What follows belongs to an exercise in optimizing a design on an open flow for small area, a short achievable clock period and few clock cycles; a production flow would make more cautious choices. Only simulation tests tie the RTL to the original design; equivalence was not proved. Power and IR drop assume default switching activity.

<file path="flow/config.mk">
export PLATFORM = sky130hd
export DESIGN_NAME = backend_top
export DESIGN_NICKNAME = backend_top
export VERILOG_FILES = /design/flow/design.v
export SDC_FILE = /design/flow/constraint.sdc
export NUM_CORES = 4
export LEC_CHECK = 0
export CAP_MARGIN = 20
export CORE_MARGIN = 2
export CORE_UTILIZATION = 30
export PLACE_DENSITY = 0.5
export SLEW_MARGIN = 20
</file>
<file path="flow/constraint.sdc">
create_clock -name core_clock -period 10.0 [get_ports {clk}]
set_input_delay 2.0000 -clock core_clock [delete_from_list [all_inputs] [get_ports {clk}]]
set_output_delay 2.0000 -clock core_clock [all_outputs]
set_load 0.01 [all_outputs]
</file>
<file path="flow/design.v">
`timescale 1ns/1ps
`default_nettype none
module backend_top (
	input  logic        clk,
	input  logic        rst_n,
	input  logic        fetch_valid,
	input  logic [31:0] fetch_pc,
	input  logic [3:0]  fetch_opcode,
	input  logic [3:0]  fetch_dest,
	input  logic [3:0]  fetch_src1,
	input  logic [3:0]  fetch_src2,
	input  logic [15:0] fetch_imm,
	output logic        fetch_ready,
	output logic        retire_valid,
	output logic [31:0] retire_pc,
	output logic [3:0]  retire_dest,
	output logic [31:0] retire_result,
	output logic        retire_is_branch,
	output logic        retire_taken,
	output logic        retire_exc_flag,
	output logic        retire_br_misp,
	output logic [31:0] retire_redirect_pc,
	output logic        retire_exception
);
	logic halted;       
	logic d_valid;
	logic ex_valid;
	logic rt_valid;
	logic rt_misp;      
	logic rt_exc;       
	logic kill;         
	assign fetch_ready = !halted;
	assign kill        = rt_misp || rt_exc;
	logic [31:0] d_pc;
	logic [3:0]  d_rd;       
	logic        d_we;       
	logic [3:0]  d_rs1;
	logic [3:0]  d_rs2;
	logic [15:0] d_imm;
	logic        d_imm_b;    
	logic        d_sub;
	logic        d_arith;    
	logic        d_and;
	logic        d_or;
	logic        d_br;
	logic        d_bne;
	logic        d_ill;
	logic f_alu;
	assign f_alu = (fetch_opcode <= 4'd5);
	always_ff @(posedge clk) begin
		d_pc    <= fetch_pc;
		d_rd    <= f_alu ? fetch_dest : 4'd0;
		d_we    <= f_alu && (fetch_dest != 4'd0);
		d_rs1   <= fetch_src1;
		d_rs2   <= fetch_src2;
		d_imm   <= fetch_imm;
		d_imm_b <= (fetch_opcode == 4'd5);
		d_sub   <= (fetch_opcode == 4'd1);
		d_arith <= (fetch_opcode == 4'd0) || (fetch_opcode == 4'd1) || (fetch_opcode == 4'd5);
		d_and   <= (fetch_opcode == 4'd2);
		d_or    <= (fetch_opcode == 4'd3);
		d_br    <= (fetch_opcode == 4'd6) || (fetch_opcode == 4'd7);
		d_bne   <= (fetch_opcode == 4'd7);
		d_ill   <= fetch_opcode[3];
	end
	logic [15:1][31:0] rf;
	logic [15:1] rf_ok;
	logic [31:0] rt_result;
	logic [3:0]  rt_rd;
	logic        rt_we;
	always_ff @(posedge clk) begin
		for (int i = 1; i < 16; i++)
			if (rt_valid && rt_we && rt_rd == 4'(i))
				rf[i] <= rt_result;
	end
	always_ff @(posedge clk or negedge rst_n) begin
		if (!rst_n)
			rf_ok <= '0;
		else
			for (int i = 1; i < 16; i++)
				if (rt_valid && rt_we && rt_rd == 4'(i))
					rf_ok[i] <= 1'b1;
	end
	logic [31:0] rf_a;
	logic [31:0] rf_b;
	logic        ok_a;
	logic        ok_b;
	logic [15:0] ok_vec;
	assign ok_vec = {rf_ok, 1'b0};
	assign ok_a   = ok_vec[d_rs1];
	assign ok_b   = ok_vec[d_rs2];
	always_comb begin
		rf_a = 32'd0;
		if (ok_a)
			case (d_rs1)
				4'd1: rf_a = rf[1];
				4'd2: rf_a = rf[2];
				4'd3: rf_a = rf[3];
				4'd4: rf_a = rf[4];
				4'd5: rf_a = rf[5];
				4'd6: rf_a = rf[6];
				4'd7: rf_a = rf[7];
				4'd8: rf_a = rf[8];
				4'd9: rf_a = rf[9];
				4'd10: rf_a = rf[10];
				4'd11: rf_a = rf[11];
				4'd12: rf_a = rf[12];
				4'd13: rf_a = rf[13];
				4'd14: rf_a = rf[14];
				4'd15: rf_a = rf[15];
			default: rf_a = 32'd0;
			endcase
	end
	always_comb begin
		rf_b = 32'd0;
		if (ok_b)
			case (d_rs2)
				4'd1: rf_b = rf[1];
				4'd2: rf_b = rf[2];
				4'd3: rf_b = rf[3];
				4'd4: rf_b = rf[4];
				4'd5: rf_b = rf[5];
				4'd6: rf_b = rf[6];
				4'd7: rf_b = rf[7];
				4'd8: rf_b = rf[8];
				4'd9: rf_b = rf[9];
				4'd10: rf_b = rf[10];
				4'd11: rf_b = rf[11];
				4'd12: rf_b = rf[12];
				4'd13: rf_b = rf[13];
				4'd14: rf_b = rf[14];
				4'd15: rf_b = rf[15];
			default: rf_b = 32'd0;
			endcase
	end
	logic [31:0] ex_pc;
	logic [15:0] ex_imm;
	logic [31:0] ex_a;
	logic [31:0] ex_b;
	logic [3:0]  ex_rd;
	logic        ex_we;
	logic        ex_sub;
	logic        ex_arith;
	logic        ex_and;
	logic        ex_or;
	logic        ex_br;
	logic        ex_bne;
	logic        ex_ill;
	logic [31:0] alu;
	logic fwd_ex_a;
	logic fwd_ex_b;
	logic fwd_rt_a;
	logic fwd_rt_b;
	logic [31:0] opnd_a;
	logic [31:0] opnd_b;
	assign fwd_ex_a = ex_valid && ex_we && (ex_rd == d_rs1);
	assign fwd_ex_b = ex_valid && ex_we && (ex_rd == d_rs2);
	assign fwd_rt_a = rt_valid && rt_we && (rt_rd == d_rs1);
	assign fwd_rt_b = rt_valid && rt_we && (rt_rd == d_rs2);
	assign opnd_a = fwd_ex_a ? alu : fwd_rt_a ? rt_result : rf_a;
	assign opnd_b = d_imm_b ? {{16{d_imm[15]}}, d_imm} :
		fwd_ex_b ? alu : fwd_rt_b ? rt_result : rf_b;
	always_ff @(posedge clk) begin
		ex_pc    <= d_pc;
		ex_imm   <= d_imm;
		ex_a     <= opnd_a;
		ex_b     <= opnd_b;
		ex_rd    <= d_rd;
		ex_we    <= d_we;
		ex_sub   <= d_sub;
		ex_arith <= d_arith;
		ex_and   <= d_and;
		ex_or    <= d_or;
		ex_br    <= d_br;
		ex_bne   <= d_bne;
		ex_ill   <= d_ill;
	end
	logic [31:0] sum;
	logic [31:0] logic_res;
	logic        eq;
	logic        taken;
	logic [31:0] target;
	assign sum       = ex_a + (ex_sub ? ~ex_b : ex_b) + {31'd0, ex_sub};
	assign logic_res = ex_and ? (ex_a & ex_b) : ex_or ? (ex_a | ex_b) : (ex_a ^ ex_b);
	assign alu       = ex_arith ? sum : logic_res;
	assign eq        = (ex_a == ex_b);
	assign taken     = ex_br && (eq ^ ex_bne);
	assign target    = ex_pc + {{16{ex_imm[15]}}, ex_imm};
	logic [31:0] rt_pc;
	logic        rt_br;
	logic        rt_taken;
	always_ff @(posedge clk) begin
		rt_pc     <= ex_pc;
		rt_result <= ex_br ? target : alu;
		rt_rd     <= ex_rd;
		rt_we     <= ex_we;
		rt_br     <= ex_br;
		rt_taken  <= taken;
	end
	always_ff @(posedge clk or negedge rst_n) begin
		if (!rst_n) begin
			halted   <= 1'b0;
			d_valid  <= 1'b0;
			ex_valid <= 1'b0;
			rt_valid <= 1'b0;
			rt_misp  <= 1'b0;
			rt_exc   <= 1'b0;
		end else begin
			halted   <= halted || rt_exc;
			d_valid  <= fetch_valid && !halted && !kill;
			ex_valid <= d_valid && !kill;
			rt_valid <= ex_valid && !kill;
			rt_misp  <= ex_valid && !kill && taken;
			rt_exc   <= ex_valid && !kill && ex_ill;
		end
	end
	assign retire_valid       = rt_valid;
	assign retire_pc          = rt_pc;
	assign retire_dest        = rt_rd;
	assign retire_result      = rt_result;
	assign retire_is_branch   = rt_br;
	assign retire_taken       = rt_taken;
	assign retire_exc_flag    = rt_exc;
	assign retire_br_misp     = rt_misp;
	assign retire_redirect_pc = rt_result;
	assign retire_exception   = rt_exc;
endmodule
`default_nettype wire
</file>
<file path="flow/run.sh">
#!/bin/bash
# synth_recipe.tcl (not shown) runs the flow's synth.tcl, then flattens the netlist and writes it again
# the make line also repeats each setting of config.mk as NAME=value (left out here)
make -C /OpenROAD-flow-scripts/flow DESIGN_CONFIG=/design/flow/config.mk WORK_HOME=/design/flow/orfs CLKGATE_MAP_FILE= SYNTH_SCRIPT=/design/flow/synth_recipe.tcl finish
</file>
==> results of run 1 <==
[worst register-to-register path: stages, from the launching register on]
cell and delay, ps:
dfxtp_1 700, nand2b_1 390, nor3_4 190, buf_4 600
a222oi_1 230, a311o_2 360, buf_4 330, a41o_1 320
a21oi_1 580, nor2_1 220, a21oi_2 150
[metal layers]
layer | GRT usage | up-vias | part of all wire | wire length, um
met5 | 0 | - | 0.00015 | 21
met4 | 0.0954 | 4 | 0.043 | 5980
met3 | 0.0539 | 386 | 0.11 | 14900
met2 | 0.362 | 1830 | 0.45 | 62300
met1 | 0.300 | 13200 | 0.40 | 54500
li1 | - | 11300 | - | -
[final cells by class]
type	instances	area, um2	area share
Inverter	104	390	0.00965
Clock buffer	101	2210	0.0547
Clock inverter	51	608	0.0150
Sequential cell	765	20200	0.500
Tap cell	1500	1880	0.0464
Antenna cell	1	2.50	0.0000619
Multi-Input combinational cell	1752	12800	0.317
Timing Repair Buffer	247	2280	0.0564
[cell families (layout without fill, tap and decap cells)]
family	after synthesis	after routing
compound gates	948	948
flops	765	765
other cells	0	1
buf+inv	311	503
mux	40	40
simple gates	553	553
xor+xnor	81	81
fa+ha+maj	130	130
[layout by cell type, fill, tap and decap left out, types with 38 or more instances in the layout]
master             n
a222oi_1          65
nor2_1           158
a221oi_1          76
a22o_1            63
nand2_1           88
o21ai_0           79
clkdlybuf4s50_1  172
inv_1            104
a31oi_1           38
ha_1             128
and3_1            38
a21o_1            43
buf_4             74
nand3_1           58
edfxtp_1         480
a22oi_1          259
xor2_1            50
dfxtp_1          258
a21oi_1          151
clkbuf_16         84
a211oi_1          59
[worst max path at each step]
| stage | start | to | cells after the start |
|---|---|---|---|
| final | rt_result[8] | retire_result[8] | 1 |
| after CTS | rt_result[14] | retire_result[14] | 1 |
| after detailed placement | d_rs2[0] | ex_b[29] | 10 |
| after floorplan | rt_rd[0] | rf[64] | 3 |
| after global placement | d_rs2[0] | ex_b[29] | 10 |
| after global routing | rt_result[14] | retire_result[14] | 1 |
[where the power goes]
group	switching [uW]	leakage (uW)	internal, uW
combinational	495	0.00606	315
clock	1350	0.00135	1830
sequential	150	0.00687	3490
total	2000	0.0143	5640
[registers in the layout (all words and copies together), names as in the netlist, 4 cells and up]
register / cells
d_imm: 16
d_pc: 32
d_rd: 4
d_rs1: 4
d_rs2: 4
ex_a: 32
ex_b: 32
ex_imm: 16
ex_pc: 32
ex_rd: 4
rf: 480
rf_ok: 15
rt_pc: 32
rt_rd: 4
rt_result: 32
[metrics by stage]
stage,hold slack [ps],worst slack (ps),instance area [um2]
after floorplan,310,5600,34100
after global placement,311,6140,37600
after detailed placement,312,6100,37600
after CTS,301,5600,40400
after global routing,311,5530,40400
final,311,5670,40400
==> results.sh, run 1 <==
export IMPL_fraction_of_final_layout_cells_sized_beyond_drive_strength_1=0.105
export IMPL_synth_top_family_by_area="compound AO/OA/AOI/OAI gates"
export IMPL_endpoint_kind="output pin"
export IMPL_clk_root_buffer_cell="clkbuf_16"
export IMPL_global_route_usage_over_all_layers=0.229
export IMPL_fin_cells=4521
export IMPL_setup_worst_path_start_class="flip-flop"
export IMPL_syn_cell_area_mm2=0.0341
export IMPL_fp_dieArea_mm2=0.116
export IMPL_route_detailed_vias_per_inst=5.91
export IMPL_period_minus_slack_ps=4330
export IMPL_max_cap_viols=0
export IMPL_p_leak_uw=0.0143
export IMPL_worstPathBufferInverterCount=1
export IMPL_setup_total_negative_slack_ps=0
export IMPL_cts_resized=0
export IMPL_max_slew_margin=0.341
export IMPL_dpl_cell_count=4368
export IMPL_cts_max_level=3
export IMPL_rsz0062_at_grt="false"
export IMPL_tritoncts_num_sinks=765
export IMPL_drt_wirelength_per_cell_um=30.5
export IMPL_worstPathArrival_ps=2330
export IMPL_final_core_utilization=0.359
export IMPL_drtIter0Drc=4204
export IMPL_drt_pre_antenna_iters=8
export IMPL_finalPower_uw=7640
export IMPL_worst_slew_pin_slew_ps=978
export IMPL_critical_path_slowest_cell="dfxtp_1"
export IMPL_fp_coreArea_mm2=0.113
export IMPL_cellPowerDensity_mw_per_mm2=189
export IMPL_min_delay_worst_endpoint="ex_pc[3]"
export IMPL_fillers=11000
export IMPL_worstPathRequired_ps=8000
export IMPL_detailedPlacementHpwl_um=80300
export IMPL_ctsHoldBuffers=0
export IMPL_num_rows=123
export IMPL_die_w_um=341
export IMPL_grt_first_pass_wirelength_um=192000
export IMPL_synth_compound_gate_area_share=0.202
export IMPL_synth_simple_area_share=0.0810
export IMPL_timing_hold_violations_final=0
export IMPL_synth_lib_cells_used_distinct=86
export IMPL_synthCells=2828
export IMPL_timing_setup_critical_path_class="flip-flop to output pin"
export IMPL_clock_tree_buffer_depth=3
export IMPL_number_of_flops_mapped_to_enable_cells_by_yosys=480
export IMPL_fraction_of_registers_with_async_set_reset=0.0275
export IMPL_synth_top_area_frac=0.422
export IMPL_holdPathStages=0
export IMPL_critical_path_max_stage_delay_ps=960
export IMPL_synth_cell_count_leaders="edfxtp_1 (480), dfxtp_1 (264), a22oi_1 (259)"
export IMPL_ys_flop_type="edfxtp_1"
export IMPL_vdd_ir_drop_max_mv=0.133
export IMPL_worst_skew_pair_latency_ps=660
export IMPL_yosys_register_bits=765
export IMPL_grt_antenna_before_repair=5
export IMPL_dr_total_vias=26700
export IMPL_postSynthAreaPerCell_um2=12.1
export IMPL_min_period_over_period=0.433
export IMPL_gp_congestion=0.872
export IMPL_start_util=0.303
export IMPL_cts_buffers_inserted=83
export IMPL_synth_adder_area_share=0.0481
export IMPL_final_nets=3150
export IMPL_io_pins=174
export IMPL_clkSlewWorstSetupHoldPaths_ps=60
export IMPL_reg2reg_from="d_rs2[0]"
export IMPL_synth_mux_area_fraction=0.0146
export IMPL_hp_class="flip-flop to flip-flop"
export IMPL_number_of_global_route_vias_before_repair=25600
export IMPL_synth_sequential_area_ratio=0.593
export IMPL_synthDominantAreaCellType="edfxtp_1"
export IMPL_finalWirelength_um=138000
export IMPL_crit_chain="clkdlybuf4s50_1"
export IMPL_synthMostInstantiatedCell="edfxtp_1"
export IMPL_synth_xor_area_frac=0.0208
export IMPL_worst_hold_startpoint="d_pc[3]"
export IMPL_max_clock_freq_ghz=0.231
export IMPL_fp_dieH_um=341
export IMPL_depth_of_the_worst_register_to_register_path=10
export IMPL_globalRouteOverflowTotal=0
export IMPL_dominant_cells_by_area_after_synthesis="edfxtp_1 (42%), dfxtp_1 (15%), a22oi_1 (5.7%)"
export IMPL_maxSlewViolCount=0
export IMPL_cp_top_family="flip-flops"
export IMPL_port_buffers=173
export IMPL_clock_skew_ps=34.8
export IMPL_final_setup_vio_count=0
export IMPL_post_cts_setup_buffers=0
export IMPL_worst_r2r_setup_slack_ps=5850
export IMPL_status="timing/DRC/antenna clean"
export IMPL_ant_nets=0
export IMPL_synth_yosys_warnings=1
export IMPL_layout_area_overhead_pct=18.5
export IMPL_worst_r2r_endpoint="ex_b[29]"
export IMPL_maximum_number_of_pins_on_one_net_before_global_route_repair=50
export IMPL_synth_net_count=3025
export IMPL_post_route_drc=0
export IMPL_critical_path_max_fanout=19
export IMPL_tritoncts="yes"
Testbench counts, summed over its fixed seeds: cycles 29,094.
==> inputs of run 2 (changes only) <==
==> flow/flow/run.sh (new file) <==
#!/bin/bash
set -euo pipefail
cd "$(dirname "$0")/.."
MARGIN=$(cat flow/setup_margin)
bash standard.sh SETUP_SLACK_MARGIN="$MARGIN" finish > flow_make.log 2>&1
==> flow/flow/setup_margin (new file) <==
7.0
==> flow/standard.sh (new file) <==
#!/bin/bash
# synth_recipe.tcl (not shown) runs the flow's synth.tcl, then flattens the netlist and writes it again
# the make line also repeats each setting of config.mk as NAME=value (left out here)
make -C /OpenROAD-flow-scripts/flow DESIGN_CONFIG=/design/flow/config.mk WORK_HOME=/design/flow/orfs CLKGATE_MAP_FILE= SYNTH_SCRIPT=/design/flow/synth_recipe.tcl "${@:-finish}"
removed: flow/run.sh
==> run 2 against run 1 <==
Effect of this change:
- non-clock buffer count increased by 142
- sequential power decreased by 1%
- final cell count increased by 3.1%
- synthesized cell count unchanged
- sequential cell count unchanged
- clock skew increased by 16 ps
- clock power decreased by 3%
- first-iteration DRC count increased by 3.1%
- critical path type unchanged
- critical endpoint is now retire_redirect_pc[29]
==> results.sh, run 2 <==
export IMPL_status="timing/DRC/antenna clean"
export IMPL_ant_nets=0
export IMPL_cellPowerDensity_mw_per_mm2=180
export IMPL_endpoint_kind="output pin"
export IMPL_rsz0062_at_grt="true"
export IMPL_synth_adder_area_share=0.0481
export IMPL_worst_slew_pin_slew_ps=1120
export IMPL_route_detailed_vias_per_inst=5.89
export IMPL_num_rows=123
export IMPL_start_util=0.303
export IMPL_final_setup_vio_count=0
export IMPL_synth_top_family_by_area="compound AO/OA/AOI/OAI gates"
export IMPL_synth_lib_cells_used_distinct=86
export IMPL_period_minus_slack_ps=3300
export IMPL_min_setup_slack_post_route_ps=6700
export IMPL_yosys_register_bits=765
export IMPL_antenna_cells=0
export IMPL_synth_yosys_warnings=1
export IMPL_timing_hold_violations_final=0
export IMPL_clkSlewWorstSetupHoldPaths_ps=60
export IMPL_tritoncts="yes"
export IMPL_die_w_um=341
export IMPL_power_combinational_fraction=0.141
export IMPL_final_nets=3294
export IMPL_number_of_flops_mapped_to_enable_cells_by_yosys=480
export IMPL_detailedPlacementHpwl_um=79000
export IMPL_worstPathRequired_ps=8000
export IMPL_synth_cell_count_leaders="edfxtp_1 (480), dfxtp_1 (264), a22oi_1 (259)"
export IMPL_fp_dieArea_mm2=0.116
export IMPL_critical_path_max_fanout=2
export IMPL_timing_setup_critical_path_class="flip-flop to output pin"
export IMPL_sw_frac_of_total=0.266
export IMPL_globalRouteOverflowTotal=0
export IMPL_hp_class="flip-flop to flip-flop"
export IMPL_setup_worst_path_start_class="flip-flop"
export IMPL_ctsHoldBuffers=0
export IMPL_fp_dieH_um=341
export IMPL_max_cap_viols=0
export IMPL_clk_root_buffer_cell="clkbuf_16"
export IMPL_drt_wirelength_per_cell_um=30.6
export IMPL_tritoncts_num_sinks=765
export IMPL_post_route_drc=0
export IMPL_synthCells=2828
export IMPL_clock_tree_buffer_depth=3
export IMPL_synth_net_count=3025
export IMPL_grt_antenna_before_repair=6
export IMPL_max_slew_margin=0.253
export IMPL_cts_max_level=3
export IMPL_layout_area_overhead_pct=26.9
export IMPL_cts_buffers_inserted=85
export IMPL_worstPathArrival_ps=1300
export IMPL_syn_cell_area_mm2=0.0341
export IMPL_synth_top_area_frac=0.422
export IMPL_synth_simple_area_share=0.0810
export IMPL_dominant_cells_by_area_after_synthesis="edfxtp_1 (42%), dfxtp_1 (15%), a22oi_1 (5.7%)"
export IMPL_synth_xor_area_frac=0.0208
export IMPL_registers_top_by_ff_count="rf"
export IMPL_finalPower_uw=7800
export IMPL_port_buffers=173
export IMPL_synth_compound_gate_area_share=0.202
export IMPL_power_share_sequential=0.460
export IMPL_maximum_number_of_pins_on_one_net_before_global_route_repair=77
export IMPL_synthMostInstantiatedCell="edfxtp_1"
export IMPL_finalWirelength_um=143000
export IMPL_fp_coreArea_mm2=0.113
export IMPL_setup_total_negative_slack_ps=0
export IMPL_drtIter0Drc=4335
export IMPL_clock_skew_ps=51.0
export IMPL_postSynthAreaPerCell_um2=12.1
export IMPL_number_of_global_route_vias_before_repair=26400
export IMPL_fillers=10900
export IMPL_p_leak_uw=0.0156
export IMPL_grt_first_pass_wirelength_um=198000
export IMPL_worst_skew_pair_latency_ps=680
export IMPL_global_route_usage_over_all_layers=0.237
export IMPL_drt_pre_antenna_iters=7
export IMPL_synth_mux_area_fraction=0.0146
export IMPL_synthDominantAreaCellType="edfxtp_1"
export IMPL_vdd_ir_drop_max_mv=0.115
export IMPL_layout_common_cells="edfxtp_1 (480), a22oi_1 (259), dfxtp_1 (191)"
export IMPL_ys_flop_type="edfxtp_1"
export IMPL_net_switching_power_uw=2070
export IMPL_largest_reg_flops=480
export IMPL_preCtsSetupSlack_ps=6020
export IMPL_io_pins=174
export IMPL_internal_power_uw=5720
export IMPL_critical_path_slowest_cell="dfxtp_4"
export IMPL_max_clock_freq_ghz=0.303
export IMPL_dr_total_vias=27500
export IMPL_fraction_of_final_layout_cells_sized_beyond_drive_strength_1=0.243
export IMPL_gp_congestion=0.893
export IMPL_crit_chain="buf_12, buf_8"
export IMPL_maxSlewViolCount=0
export IMPL_fraction_of_registers_with_async_set_reset=0.0275
export IMPL_min_period_over_period=0.330
export IMPL_share_clk_of_total_power=0.399
export IMPL_critical_path_max_stage_delay_ps=350
export IMPL_synth_sequential_area_ratio=0.593
export IMPL_most_common_cell_after_layout_fill_and_taps_aside="edfxtp_1"
[run 2: kinds of logic after synthesis]
| family | after synthesis |
|---|---|
| flip-flops | 765 |
| XOR/XNOR | 81 |
| buffers and inverters | 311 |
| multiplexers | 40 |
| AND/OR/NAND/NOR | 553 |
| adder cells (fa/ha/maj) | 130 |
| AO/OA/AOI/OAI | 948 |
[run 2: per-layer routing]
metal | vias up | part of all wire | global-route usage
met5 | - | 0.000091 | 0.00204
met3 | 388 | 0.12 | 0.0703
met2 | 1876 | 0.44 | 0.364
met4 | 2 | 0.044 | 0.0973
met1 | 13600 | 0.39 | 0.311
li1 | 11600 | - | -
[run 2: stage by stage]
| stage | hold WS, ps | instance area (um2) | utilization | std cells |
|---|---|---|---|---|
| global route | 318 | 43300 | 0.385 | 4660 |
| floorplan | 310 | 34200 | - | 2828 |
| global placement | 310 | 37700 | 0.335 | 4373 |
| detailed placement | 312 | 37700 | 0.335 | 4374 |
| finish | 308 | 43300 | 0.385 | 4660 |
| CTS | 307 | 42200 | 0.375 | 4620 |
[run 2: power by group through the flow]
| stage | clock [uW] | combinational [uW] | sequential (uW) |
|---|---|---|---|
| 4_1_cts | 3170 | 1020 | 3590 |
| 2_1_floorplan | 0 | 429 | 3660 |
| 6_report | 3110 | 1100 | 3590 |
| 3_5_place_dp | 0 | 829 | 3680 |
| 3_3_place_gp | 0 | 831 | 3680 |
| 5_1_grt | 3280 | 1160 | 3600 |
[run 2: worst paths after layout]
path / start / end / slack (ps) / cells after the start
hold reg to reg: d_pc[21] / ex_pc[21] / 310 / 0
setup reg to reg: ex_sub / rt_result[24] / 6760 / 14
max in group asynchronous: rst_n / rf_ok[1] / 7770 / 2
setup / recovery: rt_result[29] / retire_redirect_pc[29] / 6700 / 2
hold / removal: d_pc[21] / ex_pc[21] / 310 / 0
min in group asynchronous: rst_n / halted / 1720 / 1
[run 2: area by class of cell]
| cell class | count | area [um2] | share of cell area |
|---|---|---|---|
| multi-input cells | 1752 | 14000 | 0.323 |
| well taps | 1500 | 1880 | 0.0433 |
| clock inverters | 37 | 393 | 0.00907 |
| flip-flops and latches | 765 | 20400 | 0.470 |
| inverters | 104 | 390 | 0.00901 |
| repair buffers | 389 | 3940 | 0.0909 |
| clock buffers | 113 | 2340 | 0.0539 |
[run 2: timing repair]
item,4_1_cts,5_1_grt
endpoints found under the setup margin,199,182
cloned,1,0
buffers inserted,95,39
resized for setup,797,178
pin swaps,43,83
[run 2: worst max-delay path: cells and delay by family, from the launching register on]
family | cells | cell delay (ps)
DFF | 1 | 350
buffers and inverters | 2 | 260
==> inputs of run 3 (changes only) <==
==> flow/flow/setup_margin (replaced) <==
6.8
--- a/flow/config.mk
+++ b/flow/config.mk
@@ -5,8 +5,11 @@
 export SDC_FILE = /design/flow/constraint.sdc
 export NUM_CORES = 4
 export LEC_CHECK = 0
+export ABC_CLOCK_PERIOD_IN_PS = 2500
 export CAP_MARGIN = 20
 export CORE_MARGIN = 2
-export CORE_UTILIZATION = 30
-export PLACE_DENSITY = 0.5
+export CORE_UTILIZATION = 45
+export CTS_CLUSTER_DIAMETER = 60
+export CTS_CLUSTER_SIZE = 22
+export PLACE_DENSITY = 0.65
 export SLEW_MARGIN = 20
==> run 3 against run 2 <==
Effect of this change:
- still clean on timing, DRC and antenna
- sequential power about the same
- critical path depth unchanged
- sequential share of layout area increased by 3.7 points
==> results.sh, run 3 <==
export IMPL_synthCells=2828
export IMPL_antenna_cells=0
export IMPL_tritoncts="yes"
export IMPL_hp_class="flip-flop to flip-flop"
export IMPL_cts_max_level=2
export IMPL_tritoncts_num_sinks=765
export IMPL_syn_cell_area_mm2=0.0341
export IMPL_grt_first_pass_wirelength_um=186000
export IMPL_postSynthAreaPerCell_um2=12.1
export IMPL_worstPathBufferInverterCount=2
export IMPL_clock_tree_buffer_depth=3
export IMPL_p_leak_uw=0.0146
export IMPL_synth_sequential_area_ratio=0.593
export IMPL_cts_buffers_inserted=56
export IMPL_critical_path_max_fanout=3
export IMPL_most_common_cell_after_layout_fill_and_taps_aside="edfxtp_1"
export IMPL_largest_reg_flops=480
export IMPL_layout_common_cells="edfxtp_1 (480), a22oi_1 (259), dfxtp_1 (207)"
export IMPL_gp_congestion=0.956
export IMPL_drt_pre_antenna_iters=9
export IMPL_vdd_ir_drop_max_mv=0.194
export IMPL_worstPathArrival_ps=1300
export IMPL_start_util=0.456
export IMPL_dominant_cells_by_area_after_synthesis="edfxtp_1 (42%), dfxtp_1 (15%), a22oi_1 (5.7%)"
export IMPL_synth_lib_cells_used_distinct=86
export IMPL_fp_coreArea_mm2=0.0748
export IMPL_global_route_usage_over_all_layers=0.326
export IMPL_timing_hold_violations_final=0
export IMPL_rsz0062_at_grt="true"
export IMPL_registers_top_by_ff_count="rf"
export IMPL_layout_area_overhead_pct=17.7
export IMPL_final_nets=3206
export IMPL_yosys_register_bits=765
export IMPL_timing_setup_critical_path_class="flip-flop to output pin"
export IMPL_finalWirelength_um=131000
export IMPL_synth_net_count=3025
export IMPL_maximum_number_of_pins_on_one_net_before_global_route_repair=77
export IMPL_io_pins=174
export IMPL_globalRouteOverflowTotal=0
export IMPL_synthMostInstantiatedCell="edfxtp_1"
export IMPL_number_of_global_route_vias_before_repair=27400
export IMPL_fraction_of_registers_with_async_set_reset=0.0275
export IMPL_critical_path_max_stage_delay_ps=380
export IMPL_drt_wirelength_per_cell_um=32.5
export IMPL_synthDominantAreaCellType="edfxtp_1"
export IMPL_min_period_over_period=0.330
export IMPL_status="timing/DRC/antenna clean"
export IMPL_synth_yosys_warnings=1
export IMPL_route_detailed_vias_per_inst=6.89
export IMPL_crit_chain="buf_12, buf_6"
export IMPL_worst_skew_pair_latency_ps=680
export IMPL_max_cap_viols=0
export IMPL_post_route_drc=0
export IMPL_synth_top_area_frac=0.422
export IMPL_fp_dieArea_mm2=0.0781
export IMPL_number_of_flops_mapped_to_enable_cells_by_yosys=480
export IMPL_final_setup_vio_count=0
export IMPL_period_minus_slack_ps=3300
export IMPL_setup_worst_path_start_class="flip-flop"
export IMPL_fraction_of_final_layout_cells_sized_beyond_drive_strength_1=0.188
export IMPL_drtIter0Drc=5207
export IMPL_synth_cell_count_leaders="edfxtp_1 (480), dfxtp_1 (264), a22oi_1 (259)"
export IMPL_worst_slew_pin_slew_ps=965
export IMPL_clkSlewWorstSetupHoldPaths_ps=70
export IMPL_max_clock_freq_ghz=0.303
export IMPL_worstPathRequired_ps=8000
export IMPL_grt_antenna_before_repair=3
export IMPL_fp_dieH_um=279
export IMPL_endpoint_kind="output pin"
export IMPL_port_buffers=173
export IMPL_max_slew_margin=0.356
export IMPL_maxSlewViolCount=0
export IMPL_detailedPlacementHpwl_um=72500
export IMPL_preCtsSetupSlack_ps=6300
export IMPL_fin_worst_hold_slack_ps=325
export IMPL_cp_top_family="flip-flops"
export IMPL_cellPowerDensity_mw_per_mm2=173
export IMPL_die_w_um=279
export IMPL_clock_skew_ps=45.0
export IMPL_ant_nets=0
export IMPL_num_rows=100
export IMPL_setup_total_negative_slack_ps=0
export IMPL_dr_total_vias=27700
export IMPL_critical_path_slowest_cell="dfxtp_4"
export IMPL_min_setup_slack_post_route_ps=6700
export IMPL_ys_flop_type="edfxtp_1"
export IMPL_clk_root_buffer_cell="clkbuf_16"
==> run 3: cell counts after synthesis <==
Identical to the previous run, type by type.
==> run 3: metal layers <==
layer  global-route usage  routed length, um
met5                    0                 14
met4                0.216              10800
met3               0.0802              16500
met2                0.504              57800
met1                0.409              45500
==> run 3: final cells by class <==
cell class	count	area [um2]
fillers	6282	34700
inverters	104	390
repair buffers	330	3060
flip-flops and latches	765	20400
clock buffers	61	1420
clock inverters	41	509
well taps	969	1210
multi-input cells	1752	13200
==> run 3: path summary, 6_finish.rpt <==
path	start	to	slack, ps	cells after the start
max	rt_result[27]	retire_result[27]	6700	2
min	d_pc[28]	ex_pc[28]	320	0
max reg2reg	d_rs2[3]	ex_b[27]	6740	8
min reg2reg	d_pc[28]	ex_pc[28]	320	0
max in group asynchronous	rst_n	rf_ok[2]	8320	1
min in group asynchronous	rst_n	rt_exc	1300	1
==> run 3: logic make-up (layout without fill, tap and decap cells) <==
family          count (synthesis)  after routing  synth area share
mux                            40             40            0.0146
simple gates                  553            553            0.0810
fa+ha+maj                     130            130            0.0481
buf+inv                       311            536            0.0405
xor+xnor                       81             81            0.0208
flops                         765            765             0.593
compound gates                948            948             0.202
==> run 3: where the power goes <==
group / switching, uW / total [uW] / leakage, uW / internal [uW]
logic: 575 / 963 / 0.00678 / 387
clock network: 1260 / 2420 / 0.000947 / 1160
registers: 88.7 / 3580 / 0.00689 / 3490
==> run 3: worst reg2reg max path: stages (launching register included) <==
cell      delay (ps)
dfxtp_2          530
nand2b_1         330
nor2_2            50
buf_4            370
a222oi_1         470
nand3_1          110
nor2_1           350
o21ai_0          430
a221o_1          470
==> run 3: through the flow <==
stage                     cell area (um2)  utilization  total power [uW]  cells
after CTS                           39600        0.529              6920   3998
after global placement              36900        0.493              4440   3833
after floorplan                     34200            -              4080   2828
after detailed placement            36900        0.493              4450   3833
final                               40200        0.537              6960   4022
after global routing                40200        0.537              7160   4022
==> run 3: what timing repair did <==
action                     in CTS  in global routing
cloned                          3                  0
resized for setup             619                108
setup buffers                  60                 24
hold buffers                    0                  0
setup endpoints to repair     175                119
pin swaps                       6                 36
==> inputs of run 4 (changes only) <==
--- a/flow/design.v
+++ b/flow/design.v
@@ -24,7 +24,6 @@
 );
 	logic halted;       
 	logic d_valid;
-	logic ex_valid;
 	logic rt_valid;
 	logic rt_misp;      
 	logic rt_exc;       
@@ -65,20 +64,22 @@
 	end
 	logic [15:1][31:0] rf;
 	logic [15:1] rf_ok;
+	logic [31:0] alu;
 	logic [31:0] rt_result;
 	logic [3:0]  rt_rd;
-	logic        rt_we;
+	logic wr_en;
+	assign wr_en = d_valid && d_we && !kill;
 	always_ff @(posedge clk) begin
 		for (int i = 1; i < 16; i++)
-			if (rt_valid && rt_we && rt_rd == 4'(i))
-				rf[i] <= rt_result;
+			if (wr_en && d_rd == 4'(i))
+				rf[i] <= alu;
 	end
 	always_ff @(posedge clk or negedge rst_n) begin
 		if (!rst_n)
 			rf_ok <= '0;
 		else
 			for (int i = 1; i < 16; i++)
-				if (rt_valid && rt_we && rt_rd == 4'(i))
+				if (wr_en && d_rd == 4'(i))
 					rf_ok[i] <= 1'b1;
 	end
 	logic [31:0] rf_a;
@@ -133,85 +134,44 @@
 			default: rf_b = 32'd0;
 			endcase
 	end
-	logic [31:0] ex_pc;
-	logic [15:0] ex_imm;
-	logic [31:0] ex_a;
-	logic [31:0] ex_b;
-	logic [3:0]  ex_rd;
-	logic        ex_we;
-	logic        ex_sub;
-	logic        ex_arith;
-	logic        ex_and;
-	logic        ex_or;
-	logic        ex_br;
-	logic        ex_bne;
-	logic        ex_ill;
-	logic [31:0] alu;
-	logic fwd_ex_a;
-	logic fwd_ex_b;
-	logic fwd_rt_a;
-	logic fwd_rt_b;
 	logic [31:0] opnd_a;
 	logic [31:0] opnd_b;
-	assign fwd_ex_a = ex_valid && ex_we && (ex_rd == d_rs1);
-	assign fwd_ex_b = ex_valid && ex_we && (ex_rd == d_rs2);
-	assign fwd_rt_a = rt_valid && rt_we && (rt_rd == d_rs1);
-	assign fwd_rt_b = rt_valid && rt_we && (rt_rd == d_rs2);
-	assign opnd_a = fwd_ex_a ? alu : fwd_rt_a ? rt_result : rf_a;
-	assign opnd_b = d_imm_b ? {{16{d_imm[15]}}, d_imm} :
-		fwd_ex_b ? alu : fwd_rt_b ? rt_result : rf_b;
-	always_ff @(posedge clk) begin
-		ex_pc    <= d_pc;
-		ex_imm   <= d_imm;
-		ex_a     <= opnd_a;
-		ex_b     <= opnd_b;
-		ex_rd    <= d_rd;
-		ex_we    <= d_we;
-		ex_sub   <= d_sub;
-		ex_arith <= d_arith;
-		ex_and   <= d_and;
-		ex_or    <= d_or;
-		ex_br    <= d_br;
-		ex_bne   <= d_bne;
-		ex_ill   <= d_ill;
-	end
+	assign opnd_a = rf_a;
+	assign opnd_b = d_imm_b ? {{16{d_imm[15]}}, d_imm} : rf_b;
 	logic [31:0] sum;
 	logic [31:0] logic_res;
 	logic        eq;
 	logic        taken;
 	logic [31:0] target;
-	assign sum       = ex_a + (ex_sub ? ~ex_b : ex_b) + {31'd0, ex_sub};
-	assign logic_res = ex_and ? (ex_a & ex_b) : ex_or ? (ex_a | ex_b) : (ex_a ^ ex_b);
-	assign alu       = ex_arith ? sum : logic_res;
-	assign eq        = (ex_a == ex_b);
-	assign taken     = ex_br && (eq ^ ex_bne);
-	assign target    = ex_pc + {{16{ex_imm[15]}}, ex_imm};
+	assign sum       = opnd_a + (d_sub ? ~opnd_b : opnd_b) + {31'd0, d_sub};
+	assign logic_res = d_and ? (opnd_a & opnd_b) : d_or ? (opnd_a | opnd_b) : (opnd_a ^ opnd_b);
+	assign alu       = d_arith ? sum : logic_res;
+	assign eq        = (opnd_a == opnd_b);
+	assign taken     = d_br && (eq ^ d_bne);
+	assign target    = d_pc + {{16{d_imm[15]}}, d_imm};
 	logic [31:0] rt_pc;
 	logic        rt_br;
 	logic        rt_taken;
 	always_ff @(posedge clk) begin
-		rt_pc     <= ex_pc;
-		rt_result <= ex_br ? target : alu;
-		rt_rd     <= ex_rd;
-		rt_we     <= ex_we;
-		rt_br     <= ex_br;
+		rt_pc     <= d_pc;
+		rt_result <= d_br ? target : alu;
+		rt_rd     <= d_rd;
+		rt_br     <= d_br;
 		rt_taken  <= taken;
 	end
 	always_ff @(posedge clk or negedge rst_n) begin
 		if (!rst_n) begin
 			halted   <= 1'b0;
 			d_valid  <= 1'b0;
-			ex_valid <= 1'b0;
 			rt_valid <= 1'b0;
 			rt_misp  <= 1'b0;
 			rt_exc   <= 1'b0;
 		end else begin
 			halted   <= halted || rt_exc;
 			d_valid  <= fetch_valid && !halted && !kill;
-			ex_valid <= d_valid && !kill;
-			rt_valid <= ex_valid && !kill;
-			rt_misp  <= ex_valid && !kill && taken;
-			rt_exc   <= ex_valid && !kill && ex_ill;
+			rt_valid <= d_valid && !kill;
+			rt_misp  <= d_valid && !kill && taken;
+			rt_exc   <= d_valid && !kill && d_ill;
 		end
 	end
 	assign retire_valid       = rt_valid;
==> flow/flow/setup_margin (replaced) <==
7.0
==> flow/config.mk (replaced) <==
export PLATFORM = sky130hd
export DESIGN_NAME = backend_top
export DESIGN_NICKNAME = backend_top
export VERILOG_FILES = /design/flow/design.v
export SDC_FILE = /design/flow/constraint.sdc
export NUM_CORES = 4
export LEC_CHECK = 0
export CAP_MARGIN = 20
export CORE_MARGIN = 2
export CORE_UTILIZATION = 30
export PLACE_DENSITY = 0.5
export SLEW_MARGIN = 20
==> run 4 against run 3 <==
Effect of this change:
- clock skew decreased by 8.6 ps
- register-to-register slack got worse by 1700 ps
- power decreased by 2.8%
- critical path type is now flip-flop to flip-flop
- fmax decreased by 34%
- hold slack improved by 29 ps
- worst setup slack got worse by 1700 ps
- critical endpoint is now rt_result[12]
- non-clock buffer count increased by 95
==> results.sh, run 4 <==
export IMPL_status="timing/DRC/antenna clean"
export IMPL_cts_buffers_inserted=69
export IMPL_setup_worst_path_start_class="flip-flop"
export IMPL_io_pins=174
export IMPL_max_slew_margin=0.205
export IMPL_route_detailed_vias_per_inst=6.08
export IMPL_detailedPlacementHpwl_um=68700
export IMPL_gp_congestion=0.898
export IMPL_synth_net_count=2675
export IMPL_worstPathRequired_ps=10530
export IMPL_start_util=0.302
export IMPL_preCtsSetupSlack_ps=3710
export IMPL_post_route_drc=0
export IMPL_drtIter0Drc=4436
export IMPL_fp_coreArea_mm2=0.100
export IMPL_final_setup_vio_count=0
export IMPL_number_of_global_route_vias_before_repair=24600
export IMPL_worstPathArrival_ps=5540
export IMPL_multi_input_comb_area_mm2=0.0136
export IMPL_number_of_flops_mapped_to_enable_cells_by_yosys=480
export IMPL_ctsHoldBuffers=0
export IMPL_timing_setup_critical_path_class="flip-flop to flip-flop"
export IMPL_critical_path_startpoint="d_rs2[0]"
export IMPL_layout_area_overhead_pct=33.5
export IMPL_timing_hold_violations_final=0
export IMPL_grt_antenna_before_repair=1
export IMPL_worst_slew_pin_slew_ps=1190
export IMPL_clock_skew_ps=36.4
export IMPL_syn_cell_area_mm2=0.0302
export IMPL_max_clock_freq_ghz=0.200
export IMPL_clk_root_buffer_cell="clkbuf_16"
export IMPL_fillers=9229
export IMPL_global_route_usage_over_all_layers=0.240
export IMPL_synth_top_area_frac=0.477
export IMPL_synth_sequential_area_ratio=0.586
export IMPL_finalWirelength_um=130000
export IMPL_tritoncts_num_sinks=639
export IMPL_finalPower_uw=6770
export IMPL_fp_dieArea_mm2=0.103
export IMPL_dominant_cells_by_area_after_synthesis="edfxtp_1 (48%), dfxtp_1 (9.2%), a22oi_1 (8.3%)"
export IMPL_synthCells=2481
export IMPL_num_rows=116
export IMPL_final_nets=3002
export IMPL_clock_tree_buffer_depth=3
export IMPL_die_w_um=321
export IMPL_synthDominantAreaCellType="edfxtp_1"
export IMPL_min_setup_slack_post_route_ps=4990
export IMPL_postSynthAreaPerCell_um2=12.2
export IMPL_setup_total_negative_slack_ps=0
export IMPL_clkSlewWorstSetupHoldPaths_ps=60
export IMPL_ant_nets=0
export IMPL_globalRouteOverflowTotal=0
export IMPL_vdd_ir_drop_max_mv=0.114
export IMPL_largest_reg_flops=480
export IMPL_ys_flop_type="edfxtp_1"
export IMPL_max_cap_viols=0
export IMPL_worst_r2r_setup_slack_ps=4990
export IMPL_min_period_over_period=0.501
export IMPL_drt_wirelength_per_cell_um=31.3
export IMPL_reg2reg_from="d_rs2[0]"
export IMPL_endpoint_kind="flip-flop"
export IMPL_synth_cell_count_leaders="edfxtp_1 (480), a22oi_1 (333), dfxtp_1 (139)"
export IMPL_drt_pre_antenna_iters=9
export IMPL_grt_first_pass_wirelength_um=177000
export IMPL_p_leak_uw=0.0149
export IMPL_register_area_mm2=0.0178
export IMPL_registers_top_by_ff_count="rf"
export IMPL_fraction_of_registers_with_async_set_reset=0.0313
export IMPL_synthMostInstantiatedCell="edfxtp_1"
export IMPL_layout_common_cells="edfxtp_1 (480), a22oi_1 (332), buf_6 (137)"
export IMPL_rsz0062_at_grt="true"
export IMPL_final_core_utilization=0.403
export IMPL_period_minus_slack_ps=5010
export IMPL_hp_class="flip-flop to flip-flop"
export IMPL_worst_hold_startpoint="d_pc[30]"
export IMPL_maximum_number_of_pins_on_one_net_before_global_route_repair=59
export IMPL_synth_lib_cells_used_distinct=80
export IMPL_cellPowerDensity_mw_per_mm2=168
export IMPL_worst_skew_pair_latency_ps=660
export IMPL_cts_max_level=3
export IMPL_synth_yosys_warnings=1
export IMPL_critical_path_max_fanout=8
export IMPL_fin_worst_hold_slack_ps=354
export IMPL_port_buffers=173
export IMPL_most_common_cell_after_layout_fill_and_taps_aside="edfxtp_1"
export IMPL_fraction_of_final_layout_cells_sized_beyond_drive_strength_1=0.301
export IMPL_maxSlewViolCount=0
export IMPL_yosys_register_bits=639
export IMPL_dr_total_vias=25300
export IMPL_fp_dieH_um=321
export IMPL_tritoncts="yes"
-- run 4: cell count changes in the layout (fill, tap and decap cells not counted), moves of 56 or more --
cell and change:
a22oi_1 +73, nor2_1 -81, a221oi_1 -57, a21oi_1 -71, dfxtp_1 -128, buf_6 +56
-- run 4: what timing repair did --
item,4_1_cts,5_1_grt
setup buffers,115,69
gates cloned,10,10
resized for setup,795,212
pin swaps,56,93
endpoints found under the setup margin,621,743
-- run 4: final timing paths --
| check | depth (start not counted) | to |
|---|---|---|
| max | 20 | rt_result[12] |
| min | 0 | rt_pc[30] |
| max reg2reg | 20 | rt_result[12] |
| min reg2reg | 0 | rt_pc[30] |
| max in group asynchronous | 1 | rf_ok[6] |
| min in group asynchronous | 1 | halted |
-- run 4: metal layers --
layer | wire [um] | share of wire | vias to the layer above | GRT usage
li1 | - | - | 10400 | -
met1 | 48200 | 0.37 | 12300 | 0.304
met2 | 57700 | 0.44 | 2008 | 0.370
met3 | 15700 | 0.12 | 567 | 0.0641
met4 | 8790 | 0.067 | 0 | 0.134
met5 | 0 | 0 | - | 0
-- run 4: final cells by class --
type / count / area share
Inverter: 109 / 0.0103
Timing Repair Buffer: 425 / 0.116
Clock inverter: 36 / 0.00788
Antenna cell: 1 / 0.0000621
Tap cell: 1298 / 0.0403
Clock buffer: 92 / 0.0464
Sequential cell: 639 / 0.442
Multi-Input combinational cell: 1564 / 0.338
-- run 4: cells by family (layout without fill, tap and decap cells) --
kind of cell,after synthesis,in the layout,share of synthesized area
buf+inv,287,662,0.0410
mux,67,69,0.0257
simple gates,500,500,0.0810
fa+ha+maj,127,127,0.0531
flops,639,639,0.586
xor+xnor,85,85,0.0246
compound gates,776,783,0.189
other cells,0,1,0
-- run 4: stage by stage --
| stage | area [um2] | instances |
|---|---|---|
| after detailed placement | 33900 | 3831 |
| after CTS | 38500 | 4084 |
| after floorplan | 30700 | 2481 |
| after global routing | 40300 | 4163 |
| final | 40300 | 4164 |
| after global placement | 33900 | 3831 |
-- run 4: power by group --
part           leakage (uW)  switching, uW  internal (uW)  total [uW]
registers           0.00584           59.4           2980        3040
logic               0.00799            675            544        1220
clock network       0.00108           1110           1410        2520
total                0.0149           1840           4930        6770
-- run 4: critical path: stages (launching register included) --
cell,delay [ps]
dfxtp_4,430
mux2_4,320
mux4_2,530
o221a_4,360
buf_12,180
a22o_4,230
xor2_1,140
ha_1,370
a21o_1,250
a221oi_4,390
buf_4,180
buf_6,100
o21ai_4,50
a21o_1,210
a21oi_2,210
o21ai_2,110
xor2_1,170
nand2_1,130
o21ai_4,120
buf_6,170
mux2_4,250
Testbench counts of run 4, summed over its fixed seeds: cycles 27,396.

## afterwards: timing with drivers on the ports
No port has a modelled driver above. Below, the same layouts with a new extraction and two added sets of constraints. Step 1 assumes that a clkbuf_16 drives the clock port and a buf_2 every other input. Step 2 adds t to the input delays and takes it off the output delays; t is the mean of the earliest and latest rising clock arrival at the registers after step 1. Input paths then give back, and output paths get back, about the clock's delay inside the block. Three values: ideal, step 1, step 2; two values: the first two.
| run | t, ns | setup slack, ns | worst hold slack (ns) | worst setup path after step 2 | slew at the worst register clock pin (ns) |
|---|---|---|---|---|---|
| run 1 | 0.715 | 5.669 / 5.600 / 5.845 | 0.311 / 0.311 / 0.311 | register to register | 0.07 / 0.07 |
| run 2 | 0.728 | 6.698 / 6.627 / 6.757 | 0.308 / 0.308 / 0.308 | register to register | 0.07 / 0.07 |
| run 3 | 0.721 | 6.699 / 6.635 / 6.743 | 0.325 / 0.325 / 0.325 | register to register | 0.09 / 0.09 |
| run 4 | 0.715 | 4.994 / 4.994 / 4.994 | 0.354 / 0.354 / 0.354 | register to register | 0.07 / 0.07 |
After both steps every run listed still meets setup and hold.
